From an optimization exercise on the open Yosys and OpenROAD flow, aimed at small area; shortcuts taken in it are not production practice.
In this exercise RTL edits were held to simulation tests only and were not proved equivalent to the original.
Power figures rest on the tool's default switching activity, not on a simulated workload.

===== flow/design.v =====
package mps_pkg;
    typedef logic [7:0]  t_byte;
    typedef logic [62:0] t_addr;
    localparam int ADDR_W = 63;
    localparam int CFG_DATA_W = 64;
    localparam int CFG_INDEX_W = 3;
    localparam logic [1:0] MODE_CHAR = 2'd0;
    localparam logic [1:0] MODE_NUM  = 2'd1;
    localparam logic [1:0] MODE_STR  = 2'd2;
    localparam logic [CFG_INDEX_W-1:0] REG_SCAN_MODE     = 3'd0;
    localparam logic [CFG_INDEX_W-1:0] REG_CHAR_VALUE    = 3'd1;
    localparam logic [CFG_INDEX_W-1:0] REG_NUMERIC_VALUE = 3'd2;
    localparam logic [CFG_INDEX_W-1:0] REG_PATTERN_LOW   = 3'd3;
    localparam logic [CFG_INDEX_W-1:0] REG_PATTERN_HIGH  = 3'd4;
    localparam logic [CFG_INDEX_W-1:0] REG_PATTERN_LEN   = 3'd5;
    localparam logic [CFG_INDEX_W-1:0] REG_START_ADDR    = 3'd6;
    typedef struct packed {
        logic shift;    
        logic active;   
    } t_cell_ctrl;
endpackage
module mps_cell
#(
    parameter int W = 1
) (
    input  logic         i_sel_a,
    input  logic         i_sel_b,
    input  logic [W-1:0] i_a,
    input  logic [W-1:0] i_b,
    output logic [W-1:0] o_y
);
    assign o_y = ({W{i_sel_a}} & i_a) | ({W{i_sel_b}} & i_b);
endmodule
module memory_pattern_scanner
#(
    parameter int PATTERN_MAX = 16
) (
    input  logic                   i_clk,
    input  logic                   i_rst_n,
    input  logic                   i_in_valid,
    output logic                   o_in_ready,
    input  mps_pkg::t_byte             i_in_data_byte,
    input  logic                   i_in_last_byte,
    output logic                   o_out_valid,
    input  logic                   i_out_ready,
    output mps_pkg::t_addr             o_out_match_address,
    input  logic                   i_cfg_we,
    input  logic [mps_pkg::CFG_INDEX_W-1:0] i_cfg_index,
    input  logic [mps_pkg::CFG_DATA_W-1:0]  i_cfg_data
);
    logic [1:0]   r_scan_mode;
    mps_pkg::t_byte r_char_value;
    logic [6:0]   r_num_value;       
    logic [127:0] r_pattern;
    logic [3:0]   r_len_m1;          
    mps_pkg::t_addr r_start_addr;
    logic [4:0]  len_in;
    logic [3:0]  len_m1_in;
    logic [6:0]  num_in;
    logic        we_mode, we_char, we_num, we_plo, we_phi, we_len, we_start;
    assign len_in = i_cfg_data[4:0];
    assign len_m1_in = (len_in == 5'd0) ? 4'd0 :
                       (len_in[4])      ? 4'd15 : 4'(len_in - 5'd1);
    assign num_in = (i_cfg_data[31:7] == '0) ? i_cfg_data[6:0] : 7'd0;
    assign we_mode  = i_cfg_we && i_cfg_index == mps_pkg::REG_SCAN_MODE;
    assign we_char  = i_cfg_we && i_cfg_index == mps_pkg::REG_CHAR_VALUE;
    assign we_num   = i_cfg_we && i_cfg_index == mps_pkg::REG_NUMERIC_VALUE;
    assign we_plo   = i_cfg_we && i_cfg_index == mps_pkg::REG_PATTERN_LOW;
    assign we_phi   = i_cfg_we && i_cfg_index == mps_pkg::REG_PATTERN_HIGH;
    assign we_len   = i_cfg_we && i_cfg_index == mps_pkg::REG_PATTERN_LEN;
    assign we_start = i_cfg_we && i_cfg_index == mps_pkg::REG_START_ADDR;
    always_ff @(posedge i_clk) begin
        if (!i_rst_n) begin
            r_scan_mode  <= mps_pkg::MODE_CHAR;
            r_char_value <= '0;
            r_num_value  <= '0;
            r_len_m1     <= '0;
        end else begin
            if (we_mode)  r_scan_mode  <= i_cfg_data[1:0];
            if (we_char)  r_char_value <= i_cfg_data[7:0];
            if (we_num)   r_num_value  <= num_in;
            if (we_len)   r_len_m1     <= len_m1_in;
        end
    end
    logic [127:0]   pattern_d;
    mps_pkg::t_addr start_d;
    mps_cell #(.W(64)) u_pick_plo (
        .i_sel_a (i_rst_n && we_plo), .i_sel_b (i_rst_n && !we_plo),
        .i_a (i_cfg_data), .i_b (r_pattern[63:0]), .o_y (pattern_d[63:0])
    );
    mps_cell #(.W(64)) u_pick_phi (
        .i_sel_a (i_rst_n && we_phi), .i_sel_b (i_rst_n && !we_phi),
        .i_a (i_cfg_data), .i_b (r_pattern[127:64]), .o_y (pattern_d[127:64])
    );
    mps_cell #(.W(mps_pkg::ADDR_W)) u_pick_start (
        .i_sel_a (i_rst_n && we_start), .i_sel_b (i_rst_n && !we_start),
        .i_a (i_cfg_data[mps_pkg::ADDR_W-1:0]), .i_b (r_start_addr), .o_y (start_d)
    );
    always_ff @(posedge i_clk) begin
        r_pattern    <= pattern_d;
        r_start_addr <= start_d;
    end
    logic byte_zero;
    assign byte_zero = (i_in_data_byte == 8'd0);
    logic r_out_valid;
    logic accept;
    assign o_in_ready = !r_out_valid || i_out_ready;
    assign accept     = i_in_valid && o_in_ready;
    logic [PATTERN_MAX-2:0] r_part;
    logic [PATTERN_MAX-1:0] part_next;
    logic [PATTERN_MAX-1:0] part_prev;
    assign part_prev = {r_part, 1'b1};
    for (genvar j = 0; j < PATTERN_MAX; j++) begin : g_stage
        assign part_next[j] = part_prev[j] && (i_in_data_byte == r_pattern[j*8 +: 8]);
    end
    logic           r_open;        
    logic [3:0]     r_wait;        
    mps_pkg::t_addr r_last_addr;   
    logic           step;
    assign step = (r_scan_mode != mps_pkg::MODE_STR) || (r_wait == 4'd0);
    logic hit;
    always_comb begin
        unique case (r_scan_mode)
            mps_pkg::MODE_CHAR: hit = (i_in_data_byte == r_char_value);
            mps_pkg::MODE_NUM:  hit = !byte_zero && (i_in_data_byte == {1'b0, r_num_value});
            mps_pkg::MODE_STR:  hit = part_next[r_len_m1];
            default:            hit = 1'b0;
        endcase
    end
    logic keep;
    assign keep = i_rst_n && !i_in_last_byte;
    logic [PATTERN_MAX-2:0] part_d;
    mps_cell #(.W(PATTERN_MAX-1)) u_pick_part (
        .i_sel_a (accept && keep), .i_sel_b (i_rst_n && !accept),
        .i_a (part_next[PATTERN_MAX-2:0]), .i_b (r_part), .o_y (part_d)
    );
    always_ff @(posedge i_clk) begin
        r_part <= part_d;
    end
    always_ff @(posedge i_clk) begin
        if (!i_rst_n) begin
            r_open <= 1'b0;
        end else if (accept) begin
            r_open <= !i_in_last_byte;
        end
    end
    logic [3:0] wait_d;
    mps_cell #(.W(4)) u_pick_wait (
        .i_sel_a (accept && !r_open), .i_sel_b (!(accept && !r_open)),
        .i_a (r_len_m1), .i_b (r_wait - 4'(accept && r_wait != 4'd0)), .o_y (wait_d)
    );
    always_ff @(posedge i_clk) begin
        r_wait <= wait_d;
    end
    logic load_start, addr_inc;
    assign load_start = accept && !r_open;
    assign addr_inc   = accept && r_open && step;
    mps_pkg::t_addr last_addr_d;
    mps_pkg::t_addr addr_next;
    localparam int AB = 8;
    localparam int NB = (mps_pkg::ADDR_W + AB - 1) / AB;
    logic [NB-1:0] block_carry;
    assign block_carry[0] = addr_inc;
    for (genvar k = 0; k < NB; k++) begin : g_addr_block
        localparam int LO = k * AB;
        localparam int HI = (LO + AB < mps_pkg::ADDR_W) ? LO + AB : mps_pkg::ADDR_W;
        if (k + 1 < NB) begin : g_pass
            assign block_carry[k+1] = block_carry[k] && (&r_last_addr[HI-1:LO]);
        end
        always_comb begin
            logic carry;
            carry = block_carry[k];
            for (int i = LO; i < HI; i++) begin
                addr_next[i] = r_last_addr[i] ^ carry;
                carry        = carry & r_last_addr[i];
            end
        end
    end
    mps_cell #(.W(mps_pkg::ADDR_W)) u_pick_addr (
        .i_sel_a (load_start), .i_sel_b (!load_start),
        .i_a (r_start_addr), .i_b (addr_next), .o_y (last_addr_d)
    );
    always_ff @(posedge i_clk) begin
        r_last_addr <= last_addr_d;
    end
    always_ff @(posedge i_clk) begin
        if (!i_rst_n) begin
            r_out_valid <= 1'b0;
        end else if (accept) begin
            r_out_valid <= hit;
        end else if (i_out_ready) begin
            r_out_valid <= 1'b0;
        end
    end
    assign o_out_valid         = r_out_valid;
    assign o_out_match_address = r_last_addr;
endmodule

===== flow/flow/run.sh =====
#!/bin/bash
# The standard layout with these changes:
#  - synthesis maps logic with an area-minded ABC script (abc.script here)
#    in place of ORFS's speed script; everything else in synthesis, and so
#    every register, is as in the standard synthesis;
#  - the port buffers are buf_1;
#  - the clock tree uses clkbuf_8 in larger clusters and no dummy loads.
# Each tool's output stays in orfs/logs; make's own output goes to
# flow_make.log here.
set -euo pipefail
here=$(pwd)
rm -rf "$here/scripts"
cp -r "$FLOW_HOME/scripts" "$here/scripts"
cp "$here/flow/abc.script" "$here/scripts/abc_speed.script"
export BUFFER_PORTS_ARGS="-buffer_cell sky130_fd_sc_hd__buf_1"
export CTS_ARGS="-sink_clustering_enable -repair_clock_nets -dont_use_dummy_load -buf_list sky130_fd_sc_hd__clkbuf_8 -sink_clustering_size 16 -sink_clustering_max_diameter 80"
bash standard.sh SCRIPTS_DIR="$here/scripts" finish > flow_make.log 2>&1

===== flow/flow/abc.script =====
&get -n
&st
&dch
&nf -R 1000
&st
&syn4
&dch
&nf -R 1000
&st
&syn4
&dch
&nf -R 1000
&put
topo
dnsize -c

===== flow/standard.sh =====
#!/bin/bash
# synth_recipe.tcl (not shown) runs the flow's synth.tcl, then flattens the netlist and writes it again
# the make line also repeats each setting of config.mk as NAME=value (left out here)
make -C /OpenROAD-flow-scripts/flow DESIGN_CONFIG=/design/flow/config.mk WORK_HOME=/design/flow/orfs CLKGATE_MAP_FILE= SYNTH_SCRIPT=/design/flow/synth_recipe.tcl "${@:-finish}"

===== flow/config.mk =====
export PLATFORM = sky130hd
export DESIGN_NAME = memory_pattern_scanner
export DESIGN_NICKNAME = memory_pattern_scanner
export VERILOG_FILES = /design/flow/design.v
export SDC_FILE = /design/flow/constraint.sdc
export NUM_CORES = 4
export LEC_CHECK = 0
export CAP_MARGIN = 20
export CORE_MARGIN = 2
export CORE_UTILIZATION = 65
export SLEW_MARGIN = 20
export SYNTH_HIERARCHICAL = 1

===== flow/constraint.sdc =====
create_clock -name core_clock -period 8.0 [get_ports {i_clk}]
set_input_delay 1.6000 -clock core_clock [delete_from_list [all_inputs] [get_ports {i_clk}]]
set_output_delay 1.6000 -clock core_clock [all_outputs]
set_load 0.01 [all_outputs]

==> results_dict.tcl, run 1 <==
set metrics [dict create \
    outcome "timing/DRC/antenna clean" \
    antenna_left 0 \
    drv_slew 0 \
    postRouteWirelength_um 30400 \
    synth-simple-area-share 0.0651 \
    clock_skew_ps 48.2 \
    num_io_pins 146 \
    synthAdderAreaFrac 0.0639 \
    ys_ff_latch 296 \
    netlist_instances 1005 \
    ctsHoldBuffers 0 \
    fin_crit_ps 5400 \
    num_vias 9401 \
    cts_max_path_buffers 3 \
    core_um2 17400 \
    htree_levels 1 \
    rsz0062_at_grt "no" \
    finalSetupTns_ps 0 \
    grt_overflow 0 \
    first_global_vias 9170 \
    leakagePower_nw 5.23 \
    synth_top_family_by_area "compound AO/OA/AOI/OAI gates" \
    synth_area_um2 11600 \
    async_reset_ff_frac 0 \
    synth_edf_count 0 \
    grt_use_met3 0.0482 \
    antenna_cells 0 \
    synth_common_cells "dfxtp_1 (296), a22o_1 (294), ha_1 (59)" \
    grt_usage 0.319 \
    drv_cap 0 \
    ir_drop_mv 0.188 \
    synth_compound_gate_area_share 0.285 \
    avgViaCountPerCell 6.64 \
    yosysTopAreaCell "dfxtp_1" \
    dp_hpwl_um 19600 \
    hold_depth 1 \
    fp.dieH_um 137 \
    synth_warnings 7 \
    worstHoldPathType "reg2reg" \
    area_growth_pct 11.3 \
    drc 0 \
    die-area_um2 18900 \
    post-route-period-util 0.675 \
    max_slew.worst_pin.slew_ps 1100 \
    synth_mux_area_frac 0 \
    grt_antenna_before_repair 0 \
    powerDensity_nw_per_um2 196 \
    crit_path_start_kind "input port" \
    synth_flop_cell "dfxtp_1" \
    synthXorXnorAreaFrac 0.0614 \
    synth.area.top_cells "dfxtp_1 (51%), a22o_1 (22%), ha_1 (6.4%)" \
    r2r_cells 17 \
    first_iter_violations 762 \
    required_ps 8420 \
    insertion_delay_ps 560 \
    wire_per_inst_um 21.5 \
    drive_gt1_frac 0.0412 \
    yosysMostFrequentCell "dfxtp_1" \
    synth.distinct_cells 44 \
    globalRouteMet1Util 0.430 \
    num_rows 48 \
    drt_pass1_iterations 4 \
    synth_top_cell_area_share 0.513 \
    setup_viol 0 \
    cts-buffers-inserted 22 \
    start_util 0.666 \
    grt_pass1_wl_um 47500 \
    clkTransAtPathRegs_ps 90 \
    worstPathArrival_ps 5820 \
    die_w_um 137 \
    hold_violations 0 \
    critPathMaxFanout 4 \
    busiest_layer "met2" \
    yosysSeqAreaShare 0.513 \
    cts.sinks 296 \
    fin_nets 1332 \
    final_util 0.741 \
    crit_path_end_kind "register" \
    cts_root_buffer "clkbuf_8" \
    postSynthAreaPerCell_um2 11.5 \
    place_congestion 0.901 \
    postCtsSetupBuffers 0 \
    relSlewSlack 0.249 \
    fmax_mhz 185 \
    cts_tree "built" \
    io_buffers 145 \
    grt_util_met2 0.541 \
    grt_max_degree 68 \
    cts-resized-gates 0 \
    syn-num-nets 1145 \
    path_class "in2reg" \
]
## cell families after synthesis
family                     after synthesis
AOI/OAI and AO/OA                      397
xor gates and xnor gates                81
adders and majority gates               59
buffers and inverters                   35
DFF                                    296
and+or+nand+nor                        137
## report_power, final
group	total [mW]	internal (mW)	leakage [nW]	switching [mW]
sequential	1.56	1.52	2.40	0.0399
clock	0.694	0.248	0.158	0.446
combinational	0.269	0.0991	2.67	0.170
## metrics by stage
step | instance area, µm² | total power [mW] | setup WS, ps | hold slack [ps] | std cells
global route | 12900 | 2.62 | 2370 | 490 | 1415
global placement | 12600 | 1.85 | 2310 | 450 | 1393
CTS | 12900 | 2.53 | 2640 | 471 | 1415
detailed placement | 12600 | 1.86 | 2060 | 449 | 1393
floorplan | 11600 | 1.74 | 1680 | 433 | 1005
finish | 12900 | 2.53 | 2600 | 474 | 1415
## registers in the layout, summed over array words and instances (netlist names)
signal	flops
r_len_m1	4
r_num_value	7
r_start_addr	63
r_part	15
r_last_addr	63
r_wait	4
r_open	1
r_out_valid	1
r_pattern	128
r_char_value	8
r_scan_mode	2
## worst max-delay path: stages
cell      delay, ps
buf_1            90
nand2b_1        170
nand4_1         130
or3_1           420
or3_1           480
nor3_1          430
nand2_1         200
or3_1           500
nor3_1          320
and4_1          340
ha_1            180
ha_1            140
ha_1            150
ha_1            140
ha_1            130
ha_1            150
xor2_1           60
a22o_1          170
## routing by layer
layer  wire, µm  up-vias  share of wire
met5          0        -              0
met4        592        0          0.019
met3       1930       49          0.063
met2      14300      373           0.47
met1      13600     4612           0.45
li1           -     4367              -
## layout by cell type, fill, tap and decap left out, types with 21 or more instances in the layout
cell / Yosys / routed
a22o_1: 294 / 294
buf_1: 0 / 145
clkbuf_8: 0 / 22
clkinv_1: 35 / 34
dfxtp_1: 296 / 296
ha_1: 59 / 59
nand2_1: 26 / 23
nand4_1: 21 / 21
nor4_1: 21 / 21
o21ai_0: 23 / 23
xnor2_1: 29 / 29
xor2_1: 52 / 52
## layout make-up
class	count	area, µm²
Tap cell	225	282
Multi-Input combinational cell	674	5540
Clock buffer	22	303
Fill cell	1320	4500
Timing Repair Buffer	163	679
Inverter	35	131
Sequential cell	296	5930
## final timing paths
check	startpoint	endpoint	slack [ps]
max	i_out_ready	r_last_addr[62]	2600
min	r_start_addr[60]	r_last_addr[60]	470
max reg2reg	r_wait[3]	r_last_addr[62]	2920
min reg2reg	r_start_addr[60]	r_last_addr[60]	470
==> run 2, diff against run 1 <==
--- a/flow/flow/run.sh
+++ b/flow/flow/run.sh
@@ -13,5 +13,5 @@
 cp -r "$FLOW_HOME/scripts" "$here/scripts"
 cp "$here/flow/abc.script" "$here/scripts/abc_speed.script"
 export BUFFER_PORTS_ARGS="-buffer_cell sky130_fd_sc_hd__buf_1"
-export CTS_ARGS="-sink_clustering_enable -repair_clock_nets -dont_use_dummy_load -buf_list sky130_fd_sc_hd__clkbuf_8 -sink_clustering_size 16 -sink_clustering_max_diameter 80"
+export CTS_ARGS="-sink_clustering_enable -repair_clock_nets -dont_use_dummy_load -buf_list sky130_fd_sc_hd__clkbuf_4 -sink_clustering_size 10 -sink_clustering_max_diameter 50"
 bash standard.sh SCRIPTS_DIR="$here/scripts" finish > flow_make.log 2>&1
==> results_dict.tcl, run 2 <==
set metrics [dict create \
    outcome "timing/DRC/antenna clean" \
    ctsHoldBuffers 0 \
    path_delay_family "simple AND/OR/NAND/NOR gates" \
    synth_top_cell_area_share 0.513 \
    grt_overflow 0 \
    drv_slew 0 \
    area_growth_pct 10.9 \
    ir_drop_mv 0.152 \
    synth_flop_cell "dfxtp_1" \
    power.internal_mw 1.83 \
    crit_path_start_kind "input port" \
    synth_area_um2 11600 \
    yosysSeqAreaShare 0.513 \
    crit_path_end_kind "register" \
    postRouteWirelength_um 30700 \
    multi_input_area_um2 5530 \
    die-area_um2 18900 \
    relSlewSlack 0.218 \
    netlist_instances 1005 \
    cts-buffers-inserted 35 \
    postSynthAreaPerCell_um2 11.5 \
    rsz0062_at_grt "no" \
    cts_tree "built" \
    p_sw_mw 0.661 \
    layout_commonest_cell "dfxtp_1" \
    sw_frac_of_total 0.266 \
    fillers 1335 \
    io_buffers 145 \
    first_iter_violations 831 \
    pwr-share-clk 0.263 \
    start_util 0.666 \
    wire_per_inst_um 21.5 \
    sequentialPowerShare 0.629 \
    num_io_pins 146 \
    dp_hpwl_um 19600 \
    insertion_delay_ps 630 \
    drc 0 \
    pwr-share-comb 0.108 \
    finalSetupTns_ps 0 \
    path_buf_inv 1 \
    instances_no_fill 1429 \
    async_reset_ff_frac 0 \
    post-route-period-util 0.665 \
    grt_usage 0.324 \
    seqCellArea_um2 5930 \
    synth_warnings 7 \
    ys_ff_latch 296 \
    critPathMaxFanout 4 \
    num_rows 48 \
    avgViaCountPerCell 6.64 \
    drv_cap 0 \
    cts_root_buffer "clkbuf_4" \
    placedCellCount 1393 \
    largest_reg_flops 128 \
    final_cell_mix "dfxtp_1 (296), a22o_1 (294), buf_1 (145), ha_1 (59), xor2_1 (52)" \
    synth_edf_count 0 \
    grt_pass1_wl_um 47800 \
    fin_crit_ps 5320 \
    yosysMostFrequentCell "dfxtp_1" \
    clock_skew_ps 26.7 \
    worstHoldPathType "reg2reg" \
    reg_top3 "r_pattern: 128 flops, r_last_addr: 63 flops, r_start_addr: 63 flops" \
    grt_max_degree 68 \
    fmax_mhz 188 \
    path_common_cell "ha_1" \
    core_um2 17400 \
    worstPathArrival_ps 5840 \
    powerDensity_nw_per_um2 194 \
    syn-num-nets 1145 \
    top_register "r_pattern" \
    cpMaxStageDelayCell "or3_1" \
    path_class "in2reg" \
    stdcell_area_um2 12800 \
    drt_pass1_iterations 5 \
    max_stage_delay_ps 500 \
    num_vias 9491 \
    crit_path_cell_trace "buf_1 -> nand2b_1 -> nand4_1 -> or3_1 -> or3_1 -> nor3_1 -> nand2_1 -> or3_1 -> nor3_1 -> and4_1 -> ha_1 -> ha_1 -> ha_1 -> ha_1 -> ha_1 -> ha_1 -> a22o_1" \
    antenna_left 0 \
    fin_nets 1345 \
    die_w_um 137 \
    hold_violations 0 \
    synth.area.top_cells "dfxtp_1 (51%), a22o_1 (22%), ha_1 (6.4%)" \
    synth.distinct_cells 44 \
    htree_levels 2 \
    grt_antenna_before_repair 1 \
    synth_common_cells "dfxtp_1 (296), a22o_1 (294), ha_1 (59)" \
    first_global_vias 9292 \
    setup_viol 0 \
    fp.dieH_um 137 \
    leakagePower_nw 5.23 \
    cts_max_path_buffers 3 \
    clkTransAtPathRegs_ps 100 \
    max_slew.worst_pin.slew_ps 1170 \
    required_ps 8520 \
    place_congestion 0.901 \
    cts-resized-gates 0 \
    drive_gt1_frac 0.0515 \
    cts.sinks 296 \
    placedInstanceArea_um2 12600 \
    yosysTopAreaCell "dfxtp_1" \
    postCtsSetupBuffers 0 \
]
[run 2: cell counts after synthesis]
Identical to the previous run, type by type.
[run 2: layer usage]
layer  vias to the layer above  track usage  part of all wire
li1                       4406            -                 -
met1                      4653        0.429              0.44
met2                       379        0.544              0.47
met3                        53       0.0515             0.067
met4                         0        0.100             0.021
met5                         -            0                 0
[run 2: layout make-up]
type / instances / share of cell area
flip-flops and latches: 296 / 0.462
clock buffers: 35 / 0.0205
repair buffers: 163 / 0.0530
multi-input cells: 674 / 0.432
inverters: 35 / 0.0103
well taps: 225 / 0.0220
diodes: 1 / 0.000195
[run 2: kinds of logic after synthesis]
family                   count (synthesis)  share of synthesized area
buffers and inverters                   35                     0.0114
flip-flops                             296                      0.513
XOR/XNOR                                81                     0.0614
AO/OA/AOI/OAI                          397                      0.285
adder cells (fa/ha/maj)                 59                     0.0639
AND/OR/NAND/NOR                        137                     0.0651
[run 2: path summary, 6_finish.rpt]
path / from / endpoint / depth (start not counted) / slack (ps)
max reg2reg: r_wait[2] / r_last_addr[61] / 16 / 2890
min: r_part[7] / r_part[7] / 1 / 480
min reg2reg: r_part[7] / r_part[7] / 1 / 480
max: i_out_ready / r_last_addr[61] / 17 / 2680
[run 2: worst register-to-register path, cell delays in order, from the launching register on]
cell,delay (ps)
dfxtp_1,350
o41ai_1,610
nand4_1,200
or3_1,420
or3_1,480
nor3_1,440
nand2_1,190
or3_1,500
nor3_1,320
and4_1,340
ha_1,180
ha_1,140
ha_1,150
ha_1,140
ha_1,130
ha_1,220
a22o_1,200
[run 2: power by group through the flow]
stage	Sequential, mW	Clock (mW)	Combinational, mW
CTS	1.56	0.667	0.266
global placement	1.60	0	0.259
floorplan	1.59	0	0.148
detailed placement	1.60	0	0.264
global route	1.57	0.723	0.293
finish	1.56	0.654	0.269
[run 2: per-stage QoR]
step	worst slack (ps)	hold slack, ps	total power, mW	util
after floorplan	1680	433	1.74	-
after global placement	2310	450	1.85	0.723
after detailed placement	2060	449	1.86	0.723
after CTS	2720	477	2.50	0.738
after global routing	2470	490	2.59	0.738
final	2680	480	2.49	0.738
==> run 3, diff against run 2 <==
==> flow/flow/run.sh (replaced) <==
#!/bin/bash
# The standard layout with these changes:
#  - synthesis maps logic with an area-minded ABC script (abc.script here)
#    in place of ORFS's speed script; everything else in synthesis, and so
#    every register, is as in the standard synthesis;
#  - the port buffers are buf_1, but buf_4 on inputs with a fanout over 10
#    (flow/upsize_inputs.tcl, sourced after buffer_ports);
#  - the clock tree uses clkbuf_4 in small clusters and no dummy loads.
# Each tool's output stays in orfs/logs; make's own output goes to
# flow_make.log here.
set -euo pipefail
here=$(pwd)
rm -rf "$here/scripts"
cp -r "$FLOW_HOME/scripts" "$here/scripts"
cp "$here/flow/abc.script" "$here/scripts/abc_speed.script"
sed -i 's|^\( *\)buffer_ports {\*}\[env_var_or_empty BUFFER_PORTS_ARGS\]|&\n\1source '"$here"'/flow/upsize_inputs.tcl|' "$here/scripts/global_place.tcl"
export BUFFER_PORTS_ARGS="-buffer_cell sky130_fd_sc_hd__buf_1"
export CTS_ARGS="-sink_clustering_enable -repair_clock_nets -dont_use_dummy_load -buf_list sky130_fd_sc_hd__clkbuf_4 -sink_clustering_size 10 -sink_clustering_max_diameter 50"
bash standard.sh SCRIPTS_DIR="$here/scripts" finish > flow_make.log 2>&1
==> flow/flow/upsize_inputs.tcl (new file) <==
# After the port buffers go in: an input buffer whose net fans out to many
# pins becomes a buf_4 at once, in place of a buf_1 and a repair buffer.
foreach inst [get_cells input*] {
  set out [get_pins -of_objects $inst -filter "direction==output"]
  set net [get_nets -of_objects $out]
  set fo [llength [get_pins -of_objects $net -filter "direction==input"]]
  if { $fo > 10 } {
    puts "upsize_inputs: [get_full_name $inst] drives $fo pins"
    replace_cell $inst sky130_fd_sc_hd__buf_4
  }
}
--- a/flow/config.mk
+++ b/flow/config.mk
@@ -8,5 +8,6 @@
 export CAP_MARGIN = 20
 export CORE_MARGIN = 2
 export CORE_UTILIZATION = 65
+export PLACE_DENSITY = 0.8
 export SLEW_MARGIN = 20
 export SYNTH_HIERARCHICAL = 1
==> results_dict.tcl, run 3 <==
set metrics [dict create \
    drc 0 \
    postSynthAreaPerCell_um2 11.5 \
    post-route-period-util 0.646 \
    min_from "r_start_addr[32]" \
    stdcell_area_um2 12800 \
    yosysTopAreaCell "dfxtp_1" \
    r2r_cells 16 \
    instances_no_fill 1419 \
    async_reset_ff_frac 0 \
    placedInstanceArea_um2 12500 \
    required_ps 8530 \
    grt_antenna_before_repair 1 \
    antenna_left 0 \
    num_rows 48 \
    synth_warnings 7 \
    postCtsSetupBuffers 0 \
    fmax_mhz 193 \
    avgViaCountPerCell 6.66 \
    ctsHoldBuffers 0 \
    drive_gt1_frac 0.0503 \
    largest_reg_flops 128 \
    r2r_start "r_wait[2]" \
    hold_violations 0 \
    dp_hpwl_um 18900 \
    yosysMostFrequentCell "dfxtp_1" \
    powerDensity_nw_per_um2 194 \
    synth_top_cell_area_share 0.513 \
    top_register "r_pattern" \
    hold_depth 1 \
    placedCellCount 1383 \
    place_congestion 0.879 \
    cts-resized-gates 0 \
    grt_overflow 0 \
    leakagePower_nw 5.21 \
    cts_root_buffer "clkbuf_4" \
    start_util 0.666 \
    clock_skew_ps 33.9 \
    grt_usage 0.315 \
    finalSetupTns_ps 0 \
    grt_use_met3 0.0475 \
    postRouteWirelength_um 29900 \
    fin_nets 1335 \
    fin_ws_ps 2830 \
    area_growth_pct 10.5 \
    drt_pass1_iterations 10 \
    io_buffers 145 \
    regToRegEndpoint "r_last_addr[61]" \
    crit_path_start_kind "input port" \
    synth.area.top_cells "dfxtp_1 (51%), a22o_1 (22%), ha_1 (6.4%)" \
    core_um2 17400 \
    busiest_layer "met2" \
    cpMaxStageDelayCell "or3_1" \
    grt_max_degree 68 \
    path_class "in2reg" \
    crit_path_end_kind "register" \
    insertion_delay_ps 630 \
    synth_edf_count 0 \
    reg_top3 "r_pattern: 128 flops, r_last_addr: 63 flops, r_start_addr: 63 flops" \
    htree_levels 2 \
    outcome "timing/DRC/antenna clean" \
    cts-buffers-inserted 35 \
    synth_flop_cell "dfxtp_1" \
    max_slew.worst_pin.slew_ps 1130 \
    ys_ff_latch 296 \
    final_cell_mix "dfxtp_1 (296), a22o_1 (294), buf_1 (137), ha_1 (59), xor2_1 (52)" \
    num_vias 9452 \
    path_common_cell "ha_1" \
    setup_viol 0 \
    layout_commonest_cell "dfxtp_1" \
    relSlewSlack 0.244 \
    cts.sinks 296 \
    grt_pass1_wl_um 46600 \
    first_global_vias 8818 \
    worstPathArrival_ps 5700 \
    ir_drop_mv 0.131 \
    yosysSeqAreaShare 0.513 \
    fp.dieH_um 137 \
    first_iter_violations 907 \
    synth_common_cells "dfxtp_1 (296), a22o_1 (294), ha_1 (59)" \
    max_stage_delay_ps 480 \
    die_w_um 137 \
    crit_path_cell_trace "buf_1 -> nand2b_1 -> nand4_1 -> or3_1 -> or3_1 -> nor3_1 -> nand2_1 -> or3_1 -> nor3_1 -> and4_1 -> ha_1 -> ha_1 -> ha_1 -> ha_1 -> ha_1 -> ha_1 -> a22o_1" \
    rsz0062_at_grt "no" \
    final_util 0.736 \
    dp_slack_ps 2190 \
    r2r_slack_ps 3240 \
    holdPathEnd "r_last_addr[32]" \
    synth.distinct_cells 44 \
    netlist_instances 1005 \
    globalRouteMet1Util 0.441 \
    worstHoldPathType "reg2reg" \
    grt_util_met2 0.505 \
    drv_cap 0 \
    critPathMaxFanout 4 \
    cts_max_path_buffers 3 \
    syn-num-nets 1145 \
    wire_per_inst_um 21.1 \
    clkTransAtPathRegs_ps 100 \
    synth_area_um2 11600 \
    cts_tree "built" \
    fin_crit_ps 5170 \
    num_io_pins 146 \
    die-area_um2 18900 \
    drv_slew 0 \
]
## run 3: cell counts after synthesis
No cell type changed its count.
## run 3: per-stage QoR
stage / hold WS, ps / power (mW)
floorplan: 433 / 1.74
global placement: 449 / 1.85
detailed placement: 453 / 1.86
CTS: 479 / 2.49
global route: 490 / 2.58
finish: 482 / 2.48
## run 3: how the worst max path moves through the flow
stage / startpoint / end / slack [ps] / depth (start not counted)
2_1_floorplan: i_out_ready / r_last_addr[61] / 1680 / 5
3_3_place_gp: i_out_ready / r_last_addr[61] / 2310 / 17
3_5_place_dp: i_out_ready / r_last_addr[61] / 2190 / 17
4_1_cts: i_out_ready / r_last_addr[61] / 2860 / 17
5_1_grt: i_out_ready / r_last_addr[61] / 2630 / 17
6_report: i_out_ready / r_last_addr[61] / 2830 / 17
## run 3: report_power, final
part           internal, mW  switching (mW)
Sequential             1.52          0.0402
Combinational        0.0976           0.169
Clock                 0.203           0.445
Total                  1.83           0.654
## run 3: layout make-up
class,count,area (µm²)
Clock buffer,35,263
Multi-Input combinational cell,674,5530
Fill cell,1295,4580
Sequential cell,296,5930
Tap cell,225,282
Inverter,35,134
Antenna cell,1,2.50
Timing Repair Buffer,153,634
## run 3: layer usage
| metal | up-vias | wire length [µm] |
|---|---|---|
| li1 | 4382 | - |
| met3 | 58 | 2160 |
| met5 | - | 0 |
| met2 | 400 | 13900 |
| met4 | 0 | 571 |
| met1 | 4612 | 13300 |
## run 3: cell families after synthesis
kind of cell | share of synthesized area
and+or+nand+nor | 0.0651
DFF | 0.513
AOI/OAI and AO/OA | 0.285
adders and majority gates | 0.0639
xor gates and xnor gates | 0.0614
buffers and inverters | 0.0114
## run 3: critical path: cells and delay by family
kind / cells / cell delay [ps]
compound gates: 1 / 190
buf+inv: 1 / 60
fa+ha+maj: 6 / 990
simple gates: 9 / 2850
==> run 4, diff against run 3 <==
--- a/flow/config.mk
+++ b/flow/config.mk
@@ -8,6 +8,5 @@
 export CAP_MARGIN = 20
 export CORE_MARGIN = 2
 export CORE_UTILIZATION = 65
-export PLACE_DENSITY = 0.8
 export SLEW_MARGIN = 20
 export SYNTH_HIERARCHICAL = 1
==> results_dict.tcl, run 4 <==
set metrics [dict create \
    synth_edf_count 0 \
    netlist_instances 1005 \
    worstHoldPathType "reg2reg" \
    crit_path_end_kind "register" \
    instances_no_fill 1420 \
    drc 0 \
    crit_path_start_kind "input port" \
    finalSetupTns_ps 0 \
    crit_path_cell_trace "buf_1 -> nand2b_1 -> nand4_1 -> or3_1 -> or3_1 -> nor3_1 -> nand2_1 -> or3_1 -> nor3_1 -> and4_1 -> ha_1 -> ha_1 -> ha_1 -> ha_1 -> ha_1 -> ha_1 -> a22o_1" \
    cts-buffers-inserted 35 \
    fp.dieH_um 137 \
    cpMaxStageDelayCell "or3_1" \
    grt_overflow 0 \
    leakagePower_nw 5.21 \
    core_um2 17400 \
    synth_top_family_by_area "compound AO/OA/AOI/OAI gates" \
    top_register "r_pattern" \
    final_util 0.736 \
    clkTransAtPathRegs_ps 110 \
    whs_ps 467 \
    seqCellArea_um2 5930 \
    relSlewSlack 0.252 \
    setup_viol 0 \
    insertion_delay_ps 650 \
    dp_slack_ps 2120 \
    grt_antenna_before_repair 1 \
    max_slew.worst_pin.slew_ps 1120 \
    synth_mux_area_frac 0 \
    antenna_left 0 \
    fin_nets 1336 \
    synthAdderAreaFrac 0.0639 \
    multi_input_area_um2 5530 \
    drt_pass1_iterations 5 \
    place_congestion 0.881 \
    largest_reg_flops 128 \
    synth_common_cells "dfxtp_1 (296), a22o_1 (294), ha_1 (59)" \
    wire_per_inst_um 21.3 \
    placedCellCount 1384 \
    cts-resized-gates 0 \
    path_common_cell "ha_1" \
    cts_root_buffer "clkbuf_4" \
    fmax_mhz 192 \
    rsz0062_at_grt "no" \
    num_vias 9483 \
    drive_gt1_frac 0.0511 \
    clock_skew_ps 43.6 \
    synth.area.top_cells "dfxtp_1 (51%), a22o_1 (22%), ha_1 (6.4%)" \
    drv_cap 0 \
    postCtsSetupBuffers 0 \
    num_rows 48 \
    grt_usage 0.318 \
    synth_warnings 7 \
    drv_slew 0 \
    ys_ff_latch 296 \
    dp_hpwl_um 19000 \
    critPathMaxFanout 4 \
    synth_flop_cell "dfxtp_1" \
    stdcell_area_um2 12800 \
    path_class "in2reg" \
    synth_compound_gate_area_share 0.285 \
    cts_max_path_buffers 3 \
    fin_crit_ps 5210 \
    worstPathArrival_ps 5750 \
    postSynthAreaPerCell_um2 11.5 \
    htree_levels 2 \
    post-route-period-util 0.652 \
    synth_area_um2 11600 \
    max_stage_delay_ps 500 \
    path_delay_family "simple AND/OR/NAND/NOR gates" \
    num_io_pins 146 \
    start_util 0.666 \
    ctsHoldBuffers 0 \
    layout_commonest_cell "dfxtp_1" \
    postRouteWirelength_um 30300 \
    synthXorXnorAreaFrac 0.0614 \
    grt_max_degree 69 \
    yosysTopAreaCell "dfxtp_1" \
    die-area_um2 18900 \
    fin_ws_ps 2790 \
    cts.sinks 296 \
    first_global_vias 8923 \
    required_ps 8540 \
    powerDensity_nw_per_um2 195 \
    area_growth_pct 10.6 \
    hold_violations 0 \
    p_total_mw 2.49 \
    async_reset_ff_frac 0 \
    die_w_um 137 \
    grt_pass1_wl_um 47100 \
    avgViaCountPerCell 6.68 \
    placedInstanceArea_um2 12500 \
    synth_top_cell_area_share 0.513 \
    path_buf_inv 1 \
    syn-num-nets 1145 \
    yosysSeqAreaShare 0.513 \
    first_iter_violations 812 \
    yosysMostFrequentCell "dfxtp_1" \
    fillers 1341 \
    synth.distinct_cells 44 \
    reg_top3 "r_pattern: 128 flops, r_last_addr: 63 flops, r_start_addr: 63 flops" \
    synth-simple-area-share 0.0651 \
    ir_drop_mv 0.140 \
    io_buffers 145 \
    final_cell_mix "dfxtp_1 (296), a22o_1 (294), buf_1 (137), ha_1 (59), xor2_1 (52)" \
    cts_tree "built" \
    outcome "timing/DRC/antenna clean" \
]
==> run 4: path summary, 6_finish.rpt <==
kind / from / slack, ps / cells after the start / to
max reg2reg: r_wait[2] / 3050 / 16 / r_last_addr[61]
min reg2reg: r_start_addr[45] / 470 / 1 / r_last_addr[45]
max: i_out_ready / 2790 / 17 / r_last_addr[61]
min: r_start_addr[45] / 470 / 1 / r_last_addr[45]
==> run 4: cell type report <==
| cell class | instances | share of cell area |
|---|---|---|
| timing repair buffer | 154 | 0.0502 |
| clock buffer | 35 | 0.0206 |
| multi-input combinational | 674 | 0.433 |
| tap | 225 | 0.0220 |
| sequential | 296 | 0.464 |
| inverter | 35 | 0.0103 |
| antenna | 1 | 0.000196 |
==> run 4: power by group <==
group	switching [mW]	total [mW]	internal, mW
logic	0.168	0.265	0.0976
clock network	0.460	0.663	0.203
registers	0.0396	1.56	1.52
==> run 4: cells by family (layout without fill, tap and decap cells) <==
group | Yosys count | count (layout)
XOR/XNOR | 81 | 81
AO/OA/AOI/OAI | 397 | 397
buffers and inverters | 35 | 224
AND/OR/NAND/NOR | 137 | 137
adder cells (fa/ha/maj) | 59 | 59
other | 0 | 1
flip-flops | 296 | 296
==> run 4: metal layers <==
metal | routed length (µm) | vias to the layer above | GRT usage
met1 | 13600 | 4670 | 0.441
met4 | 691 | 0 | 0.111
li1 | - | 4383 | -
met5 | 0 | - | 0
met2 | 13800 | 369 | 0.508
met3 | 2090 | 61 | 0.0478
==> run 5, diff against run 4 <==
--- a/flow/config.mk
+++ b/flow/config.mk
@@ -7,6 +7,7 @@
 export LEC_CHECK = 0
 export CAP_MARGIN = 20
 export CORE_MARGIN = 2
-export CORE_UTILIZATION = 65
+export CORE_UTILIZATION = 70
+export PLACE_DENSITY = 0.7
 export SLEW_MARGIN = 20
 export SYNTH_HIERARCHICAL = 1
==> results_dict.tcl, run 5 <==
set metrics [dict create \
    clkTransAtPathRegs_ps 110 \
    crit_path_end_kind "register" \
    drive_gt1_frac 0.0510 \
    required_ps 8520 \
    area_growth_pct 10.6 \
    ir_drop_mv 0.147 \
    cts-buffers-inserted 35 \
    placedCellCount 1376 \
    largest_reg_flops 128 \
    rsz0062_at_grt "no" \
    core_um2 16000 \
    first_global_vias 9195 \
    powerDensity_nw_per_um2 195 \
    final_cell_mix "dfxtp_1 (296), a22o_1 (294), buf_1 (137), ha_1 (59), xor2_1 (52)" \
    yosysSeqAreaShare 0.513 \
    grt_overflow 0 \
    grt_pass1_wl_um 47700 \
    wire_per_inst_um 21.3 \
    worstPathArrival_ps 5740 \
    p_total_mw 2.49 \
    netlist_instances 1005 \
    ys_ff_latch 296 \
    start_util 0.722 \
    clock_skew_ps 28.1 \
    antenna_cells 0 \
    ctsHoldBuffers 0 \
    yosysTopAreaCell "dfxtp_1" \
    synth_area_um2 11600 \
    fillers 1143 \
    synth_top_cell_area_share 0.513 \
    critPathMaxFanout 4 \
    path_delay_family "simple AND/OR/NAND/NOR gates" \
    syn-num-nets 1145 \
    grt_max_degree 68 \
    postCtsSetupBuffers 0 \
    drc 0 \
    cts_root_buffer "clkbuf_4" \
    relSlewSlack 0.253 \
    avgViaCountPerCell 6.80 \
    grt_antenna_before_repair 0 \
    setup_viol 0 \
    path_common_cell "ha_1" \
    instances_no_fill 1411 \
    crit_path_start_kind "input port" \
    reg_top3 "r_pattern: 128 flops, r_last_addr: 63 flops, r_start_addr: 63 flops" \
    first_iter_violations 854 \
    postRouteWirelength_um 30100 \
    synth_warnings 7 \
    die_w_um 132 \
    fp.dieH_um 132 \
    finalSetupTns_ps 0 \
    max_slew.worst_pin.slew_ps 1090 \
    path_class "in2reg" \
    synth.area.top_cells "dfxtp_1 (51%), a22o_1 (22%), ha_1 (6.4%)" \
    max_stage_delay_ps 500 \
    fin_crit_ps 5210 \
    fin_nets 1337 \
    die-area_um2 17600 \
    synth_mux_area_frac 0 \
    synthAdderAreaFrac 0.0639 \
    async_reset_ff_frac 0 \
    crit_path_cell_trace "buf_1 -> nand2b_1 -> nand4_1 -> or3_1 -> or3_1 -> nor3_1 -> nand2_1 -> or3_1 -> nor3_1 -> and4_1 -> ha_1 -> ha_1 -> ha_1 -> ha_1 -> ha_1 -> ha_1 -> a22o_1" \
    post-route-period-util 0.652 \
    htree_levels 2 \
    synth_flop_cell "dfxtp_1" \
    postSynthAreaPerCell_um2 11.5 \
    synth_top_family_by_area "compound AO/OA/AOI/OAI gates" \
    drv_slew 0 \
    antenna_left 0 \
    worstHoldPathType "reg2reg" \
    num_vias 9601 \
    insertion_delay_ps 640 \
    synth_edf_count 0 \
    place_congestion 0.903 \
    dp_slack_ps 2150 \
    path_buf_inv 1 \
    outcome "timing/DRC/antenna clean" \
    num_io_pins 146 \
    layout_commonest_cell "dfxtp_1" \
    multi_input_area_um2 5530 \
    cpMaxStageDelayCell "or3_1" \
    top_register "r_pattern" \
    leakagePower_nw 5.22 \
    num_rows 46 \
    synthXorXnorAreaFrac 0.0614 \
    dp_hpwl_um 19100 \
    seqCellArea_um2 5930 \
    cts.sinks 296 \
    cts_tree "built" \
    yosysMostFrequentCell "dfxtp_1" \
    grt_usage 0.335 \
    cts-resized-gates 0 \
    drv_cap 0 \
    drt_pass1_iterations 5 \
    fmax_mhz 192 \
    synth_compound_gate_area_share 0.285 \
    synth.distinct_cells 44 \
    hold_violations 0 \
    cts_max_path_buffers 3 \
    fin_ws_ps 2790 \
    io_buffers 145 \
    synth_common_cells "dfxtp_1 (296), a22o_1 (294), ha_1 (59)" \
    synth-simple-area-share 0.0651 \
]
-- run 5: cell types whose count changed in the layout (fill, tap and decap cells not counted), sizes merged --
cell	delta
buf	+1
diode	-1
-- run 5: report_power, final --
part           switching [mW]  leakage [nW]  internal, mW  total [mW]
logic                   0.168          2.66        0.0987       0.267
registers              0.0407          2.40          1.52        1.56
clock network           0.451         0.161         0.203       0.655
total                   0.661          5.22          1.83        2.49
-- run 5: cell type report --
| type | count | share of cell area |
|---|---|---|
| clock buffers | 35 | 0.0206 |
| inverters | 35 | 0.0103 |
| multi-input cells | 674 | 0.433 |
| flip-flops and latches | 296 | 0.464 |
| well taps | 216 | 0.0211 |
| repair buffers | 155 | 0.0518 |
-- run 5: worst register-to-register path, cell delays in order, from the launching register on --
cell and delay (ps):
dfxtp_1 350, o41ai_1 490, nand4_1 200, or3_1 430, or3_1 450, nor3_1 420
nand2_1 180, or3_1 500, nor3_1 320, and4_1 310, ha_1 180, ha_1 150
ha_1 150, ha_1 140, ha_1 150, ha_1 220, a22o_1 190
-- run 5: logic make-up (layout without fill, tap and decap cells) --
family | after synthesis | in the layout
AOI/OAI and AO/OA | 397 | 397
xor gates and xnor gates | 81 | 81
adders and majority gates | 59 | 59
buffers and inverters | 35 | 225
DFF | 296 | 296
and+or+nand+nor | 137 | 137
-- run 5: final timing paths --
kind,start,endpoint,slack [ps],cells after the start
worst max-delay path,i_out_ready,r_last_addr[61],2790,17
worst max register to register,r_wait[2],r_last_addr[61],3080,16
worst min-delay path,r_part[7],r_part[7],480,1
worst min register to register,r_part[7],r_part[7],480,1
-- run 5: per-stage QoR --
step | util | instance area (µm²) | hold WS (ps)
floorplan | - | 11600 | 433
global placement | 0.781 | 12500 | 449
detailed placement | 0.782 | 12500 | 450
CTS | 0.799 | 12800 | 475
global route | 0.799 | 12800 | 497
finish | 0.799 | 12800 | 478
-- run 5: layer usage --
metal  vias up  global-route usage  wire length [µm]
li1       4395                   -                 -
met1      4680               0.458             13200
met2       451               0.546             13900
met3        75              0.0475              2170
met4         0               0.122               803
met5         -                   0                 0
==> run 6, diff against run 5 <==
--- a/flow/flow/run.sh
+++ b/flow/flow/run.sh
@@ -15,5 +15,5 @@
 cp "$here/flow/abc.script" "$here/scripts/abc_speed.script"
 sed -i 's|^\( *\)buffer_ports {\*}\[env_var_or_empty BUFFER_PORTS_ARGS\]|&\n\1source '"$here"'/flow/upsize_inputs.tcl|' "$here/scripts/global_place.tcl"
 export BUFFER_PORTS_ARGS="-buffer_cell sky130_fd_sc_hd__buf_1"
-export CTS_ARGS="-sink_clustering_enable -repair_clock_nets -dont_use_dummy_load -buf_list sky130_fd_sc_hd__clkbuf_4 -sink_clustering_size 10 -sink_clustering_max_diameter 50"
+export CTS_ARGS="-sink_clustering_enable -repair_clock_nets -dont_use_dummy_load -buf_list sky130_fd_sc_hd__clkbuf_4 -sink_clustering_size 9 -sink_clustering_max_diameter 45"
 bash standard.sh SCRIPTS_DIR="$here/scripts" finish > flow_make.log 2>&1
--- a/flow/config.mk
+++ b/flow/config.mk
@@ -7,7 +7,6 @@
 export LEC_CHECK = 0
 export CAP_MARGIN = 20
 export CORE_MARGIN = 2
-export CORE_UTILIZATION = 70
-export PLACE_DENSITY = 0.7
+export CORE_UTILIZATION = 65
 export SLEW_MARGIN = 20
 export SYNTH_HIERARCHICAL = 1
==> results_dict.tcl, run 6 <==
set metrics [dict create \
    final_cell_mix "dfxtp_1 (296), a22o_1 (294), buf_1 (137), ha_1 (59), xor2_1 (52)" \
    drt_pass1_iterations 7 \
    ctsHoldBuffers 0 \
    first_iter_violations 864 \
    setup_viol 0 \
    core_um2 17400 \
    largest_reg_flops 128 \
    drv_slew 0 \
    drv_cap 0 \
    crit_path_start_kind "input port" \
    num_rows 48 \
    layout_commonest_cell "dfxtp_1" \
    cts_root_buffer "clkbuf_4" \
    crit_path_end_kind "register" \
    max_slew.worst_pin.slew_ps 1150 \
    synth_flop_cell "dfxtp_1" \
    netlist_instances 1005 \
    drc 0 \
    die_w_um 137 \
    hold_depth 1 \
    first_global_vias 8933 \
    grt_usage 0.317 \
    clock_skew_ps 62.2 \
    grt_overflow 0 \
    fmax_mhz 192 \
    post-route-period-util 0.650 \
    cts-buffers-inserted 39 \
    insertion_delay_ps 650 \
    path_class "in2reg" \
    num_io_pins 146 \
    ir_drop_mv 0.148 \
    yosysSeqAreaShare 0.513 \
    antenna_cells 0 \
    yosysTopAreaCell "dfxtp_1" \
    postRouteWirelength_um 30300 \
    area_growth_pct 10.8 \
    cts_tree "built" \
    synth_edf_count 0 \
    drive_gt1_frac 0.0543 \
    placedCellCount 1384 \
    required_ps 8550 \
    start_util 0.666 \
    num_vias 9466 \
    async_reset_ff_frac 0 \
    instances_no_fill 1423 \
    antenna_left 0 \
    fin_nets 1340 \
    r2r_slack_ps 3080 \
    ys_ff_latch 296 \
    critPathMaxFanout 4 \
    die-area_um2 18900 \
    synth_top_cell_area_share 0.513 \
    synth_area_um2 11600 \
    final_util 0.738 \
    seqCellArea_um2 5930 \
    htree_levels 2 \
    clkTransAtPathRegs_ps 90 \
    postSynthAreaPerCell_um2 11.5 \
    grt_pass1_wl_um 46900 \
    top_register "r_pattern" \
    dp_hpwl_um 19000 \
    grt_max_degree 69 \
    synth.area.top_cells "dfxtp_1 (51%), a22o_1 (22%), ha_1 (6.4%)" \
    worstPathArrival_ps 5750 \
    hold_violations 0 \
    avgViaCountPerCell 6.65 \
    reg_top3 "r_pattern: 128 flops, r_last_addr: 63 flops, r_start_addr: 63 flops" \
    fillers 1320 \
    synth.distinct_cells 44 \
    holdPathEnd "r_part[0]" \
    rsz0062_at_grt "no" \
    cts.sinks 296 \
    fin_crit_ps 5200 \
    cts_max_path_buffers 3 \
    synth_common_cells "dfxtp_1 (296), a22o_1 (294), ha_1 (59)" \
    io_buffers 145 \
    relSlewSlack 0.229 \
    fp.dieH_um 137 \
    grt_antenna_before_repair 0 \
    multi_input_area_um2 5530 \
    place_congestion 0.881 \
    cts-resized-gates 0 \
    synth_warnings 7 \
    syn-num-nets 1145 \
    r2r_start "r_wait[2]" \
    r2r_cells 16 \
    regToRegEndpoint "r_last_addr[61]" \
    postCtsSetupBuffers 0 \
    leakagePower_nw 5.23 \
    min_from "r_part[0]" \
    powerDensity_nw_per_um2 197 \
    wire_per_inst_um 21.3 \
    finalSetupTns_ps 0 \
    worstHoldPathType "reg2reg" \
    outcome "timing/DRC/antenna clean" \
    yosysMostFrequentCell "dfxtp_1" \
]
[run 6: changes by cell type in the layout (fill, tap and decap cells not counted), sizes merged]
cell	change
buf	-1
clkbuf	+4
[run 6: stage by stage]
stage                     area [µm²]  hold WS, ps  power (mW)  setup WS [ps]
after floorplan                11600          433        1.74           1680
after global placement         12500          449        1.85           2320
after detailed placement       12500          452        1.86           2120
after CTS                      12800          470        2.53           2810
after global routing           12800          477        2.61           2630
final                          12800          468        2.52           2800
[run 6: layer usage]
metal	part of all wire	vias up	GRT usage	wire length, µm
met4	0.023	0	0.0997	696
li1	-	4373	-	-
met1	0.45	4615	0.441	13600
met2	0.46	409	0.509	13900
met5	0	-	0	0
met3	0.071	69	0.0475	2150
[run 6: cells by family (layout without fill, tap and decap cells)]
| logic type | count (synthesis) | in the layout | share of synthesized area |
|---|---|---|---|
| AO/OA/AOI/OAI | 397 | 397 | 0.285 |
| XOR/XNOR | 81 | 81 | 0.0614 |
| adder cells (fa/ha/maj) | 59 | 59 | 0.0639 |
| buffers and inverters | 35 | 228 | 0.0114 |
| flip-flops | 296 | 296 | 0.513 |
| AND/OR/NAND/NOR | 137 | 137 | 0.0651 |
[run 6: worst max path at each step]
stage | startpoint | slack (ps) | end
floorplan | i_out_ready | 1680 | r_last_addr[61]
global placement | i_out_ready | 2320 | r_last_addr[61]
detailed placement | i_out_ready | 2120 | r_last_addr[61]
CTS | i_out_ready | 2810 | r_last_addr[61]
global route | i_out_ready | 2630 | r_last_addr[61]
finish | i_out_ready | 2800 | r_last_addr[61]
[run 6: cell type report]
| cell class | instances | share of cell area |
|---|---|---|
| inverter | 35 | 0.0103 |
| sequential | 296 | 0.463 |
| multi-input combinational | 674 | 0.432 |
| timing repair buffer | 154 | 0.0501 |
| clock buffer | 39 | 0.0229 |
| tap | 225 | 0.0220 |
[run 6: critical path: stages]
cell	delay (ps)
buf_1	60
nand2b_1	150
nand4_1	130
or3_1	420
or3_1	460
nor3_1	450
nand2_1	190
or3_1	500
nor3_1	310
and4_1	320
ha_1	180
ha_1	140
ha_1	140
ha_1	150
ha_1	140
ha_1	220
a22o_1	190
[run 6: report_power, final]
part           internal [mW]  switching, mW
combinational         0.0976          0.169
sequential              1.52         0.0398
clock                  0.226          0.465
total                   1.85          0.674
==> run 7, diff against run 6 <==
==> flow/flow/run.sh (replaced) <==
#!/bin/bash
# The standard layout with these changes:
#  - synthesis maps logic with an area-minded ABC script (abc.script here)
#    in place of ORFS's speed script; everything else in synthesis, and so
#    every register, is as in the standard synthesis;
#  - the port buffers are buf_1, but buf_4 on inputs with a fanout over 10
#    (flow/upsize_inputs.tcl, sourced after buffer_ports);
#  - the clock tree uses clkbuf_8 in larger clusters and no dummy loads.
# Each tool's output stays in orfs/logs; make's own output goes to
# flow_make.log here.
set -euo pipefail
here=$(pwd)
rm -rf "$here/scripts"
cp -r "$FLOW_HOME/scripts" "$here/scripts"
cp "$here/flow/abc.script" "$here/scripts/abc_speed.script"
sed -i 's|^\( *\)buffer_ports {\*}\[env_var_or_empty BUFFER_PORTS_ARGS\]|&\n\1source '"$here"'/flow/upsize_inputs.tcl|' "$here/scripts/global_place.tcl"
export BUFFER_PORTS_ARGS="-buffer_cell sky130_fd_sc_hd__buf_1"
export CTS_ARGS="-sink_clustering_enable -repair_clock_nets -dont_use_dummy_load -buf_list sky130_fd_sc_hd__clkbuf_8 -sink_clustering_size 16 -sink_clustering_max_diameter 80"
bash standard.sh SCRIPTS_DIR="$here/scripts" finish > flow_make.log 2>&1
==> results_dict.tcl, run 7 <==
set metrics [dict create \
    outcome "timing/DRC/antenna clean" \
    powerDensity_nw_per_um2 197 \
    cts-buffers-inserted 22 \
    leakagePower_nw 5.21 \
    fin_ws_ps 2670 \
    num_vias 9411 \
    critPathMaxFanout 4 \
    largest_reg_flops 128 \
    r2r_slack_ps 3030 \
    drt_pass1_iterations 5 \
    top_register "r_pattern" \
    drive_gt1_frac 0.0406 \
    num_rows 48 \
    synth.area.top_cells "dfxtp_1 (51%), a22o_1 (22%), ha_1 (6.4%)" \
    cts.sinks 296 \
    postCtsSetupBuffers 0 \
    yosysTopAreaCell "dfxtp_1" \
    cts_tree "built" \
    place_congestion 0.881 \
    relSlewSlack 0.188 \
    avgViaCountPerCell 6.69 \
    core_um2 17400 \
    dp_hpwl_um 19000 \
    postRouteWirelength_um 30200 \
    ys_ff_latch 296 \
    fillers 1326 \
    postSynthAreaPerCell_um2 11.5 \
    grt_max_degree 69 \
    r2r_cells 16 \
    yosysSeqAreaShare 0.513 \
    grt_overflow 0 \
    num_io_pins 146 \
    drv_cap 0 \
    grt_use_met3 0.0405 \
    synth_top_cell_area_share 0.513 \
    worstHoldPathType "reg2reg" \
    synth_area_um2 11600 \
    whs_ps 451 \
    yosysMostFrequentCell "dfxtp_1" \
    drc 0 \
    first_global_vias 8902 \
    synth_flop_cell "dfxtp_1" \
    grt_util_met2 0.514 \
    max_slew.worst_pin.slew_ps 1210 \
    rsz0062_at_grt "no" \
    fin_nets 1323 \
    synth_edf_count 0 \
    post-route-period-util 0.666 \
    insertion_delay_ps 550 \
    reg_top3 "r_pattern: 128 flops, r_last_addr: 63 flops, r_start_addr: 63 flops" \
    synth.distinct_cells 44 \
    fp.dieH_um 137 \
    ir_drop_mv 0.194 \
    synth_warnings 7 \
    finalSetupTns_ps 0 \
    clock_skew_ps 60.4 \
    required_ps 8420 \
    setup_viol 0 \
    clkTransAtPathRegs_ps 100 \
    htree_levels 1 \
    wire_per_inst_um 21.5 \
    hold_violations 0 \
    io_buffers 145 \
    crit_path_end_kind "register" \
    antenna_left 0 \
    regToRegEndpoint "r_last_addr[61]" \
    cts_root_buffer "clkbuf_8" \
    dp_slack_ps 2120 \
    start_util 0.666 \
    async_reset_ff_frac 0 \
    crit_path_start_kind "input port" \
    min_from "r_start_addr[57]" \
    fin_crit_ps 5330 \
    layout_commonest_cell "dfxtp_1" \
    antenna_cells 0 \
    area_growth_pct 10.9 \
    worstPathArrival_ps 5750 \
    die_w_um 137 \
    r2r_start "r_wait[2]" \
    grt_usage 0.317 \
    cts-resized-gates 0 \
    ctsHoldBuffers 0 \
    netlist_instances 1005 \
    fmax_mhz 188 \
    grt_antenna_before_repair 1 \
    final_cell_mix "dfxtp_1 (296), a22o_1 (294), buf_1 (137), ha_1 (59), xor2_1 (52)" \
    grt_pass1_wl_um 47100 \
    holdPathEnd "r_last_addr[57]" \
    busiest_layer "met2" \
    cts_max_path_buffers 3 \
    die-area_um2 18900 \
    first_iter_violations 891 \
    syn-num-nets 1145 \
    drv_slew 0 \
    path_class "in2reg" \
    globalRouteMet1Util 0.447 \
    hold_depth 1 \
    synth_common_cells "dfxtp_1 (296), a22o_1 (294), ha_1 (59)" \
]
==> run 7: final cells by class <==
| class | count | area, µm² | area share |
|---|---|---|---|
| multi-input cells | 674 | 5530 | 0.432 |
| well taps | 225 | 282 | 0.0220 |
| flip-flops and latches | 296 | 5930 | 0.462 |
| clock buffers | 22 | 303 | 0.0236 |
| inverters | 35 | 131 | 0.0103 |
| repair buffers | 154 | 642 | 0.0501 |
==> run 7: metrics by stage <==
stage          instance area (µm²)  total power [mW]  cells   util
2_1_floorplan                11600              1.74   1005      -
3_3_place_gp                 12500              1.85   1384  0.721
3_5_place_dp                 12500              1.86   1384  0.721
4_1_cts                      12800              2.53   1406  0.738
5_1_grt                      12800              2.62   1406  0.738
6_report                     12800              2.52   1406  0.738
==> run 7: cell families after synthesis <==
kind of cell,after synthesis,share of synthesized area
compound gates,397,0.285
flops,296,0.513
simple gates,137,0.0651
xor+xnor,81,0.0614
fa+ha+maj,59,0.0639
buf+inv,35,0.0114
==> run 7: critical path, cell delays in order <==
cell	delay, ps
buf_1	60
nand2b_1	160
nand4_1	140
or3_1	430
or3_1	480
nor3_1	430
nand2_1	180
or3_1	490
nor3_1	310
and4_1	320
ha_1	180
ha_1	130
ha_1	140
ha_1	150
ha_1	140
ha_1	220
a22o_1	190
==> run 7: where the power goes <==
group,leakage [nW],internal [mW],total (mW),switching (mW)
Sequential,2.40,1.52,1.56,0.0399
Clock,0.158,0.248,0.692,0.444
Combinational,2.65,0.0976,0.267,0.169
Total,5.21,1.87,2.52,0.653
==> run 7: metal layers <==
layer  vias up  routed length [µm]
li1       4345                   -
met1      4668               13800
met2       350               14000
met3        46                1930
met4         2                 570
met5         -                  13
==> run 7: worst max path at each step <==
stage	from	endpoint
5_1_grt	i_out_ready	r_last_addr[61]
4_1_cts	i_out_ready	r_last_addr[61]
3_3_place_gp	i_out_ready	r_last_addr[61]
6_report	i_out_ready	r_last_addr[61]
2_1_floorplan	i_out_ready	r_last_addr[61]
3_5_place_dp	i_out_ready	r_last_addr[61]

==> static timing again, ports no longer ideal <==
The results above use ideal ports. As a check the final layouts listed here were re-extracted and re-timed, cells and wires unchanged. Step 1 sets driving cells, clkbuf_16 on the clock port and buf_2 on the other inputs (assumed; they add their load-dependent delay and slew). Step 2 times the ports against the registers' clock, not the clock port: input delays grow and output delays shrink by t, the midpoint of the rising clock arrivals with the driver on. Three values: ideal, step 1, step 2; two values: the first two.
run | t, ns | setup WS [ns] | worst slew at a driven data input, ns | pins driven straight from the clock port
run 1 | 0.578 | 2.600 / 2.620 / 2.042 | 0.03 | 1
run 2 | 0.657 | 2.679 / 2.694 / 2.037 | 0.04 | 1
run 3 | 0.653 | 2.831 / 2.837 / 2.184 | 0.04 | 1
run 4 | 0.676 | 2.787 / 2.802 / 2.126 | 0.04 | 1
run 5 | 0.663 | 2.785 / 2.794 / 2.131 | 0.04 | 1
run 6 | 0.659 | 2.804 / 2.811 / 2.152 | 0.04 | 1
run 7 | 0.560 | 2.674 / 2.687 / 2.126 | 0.04 | 1
After both steps setup and hold are still met in every run listed. For run 4, which loses most, drivers alone change the setup slack by +0.015 ns; drivers and shift together by -0.661 ns.
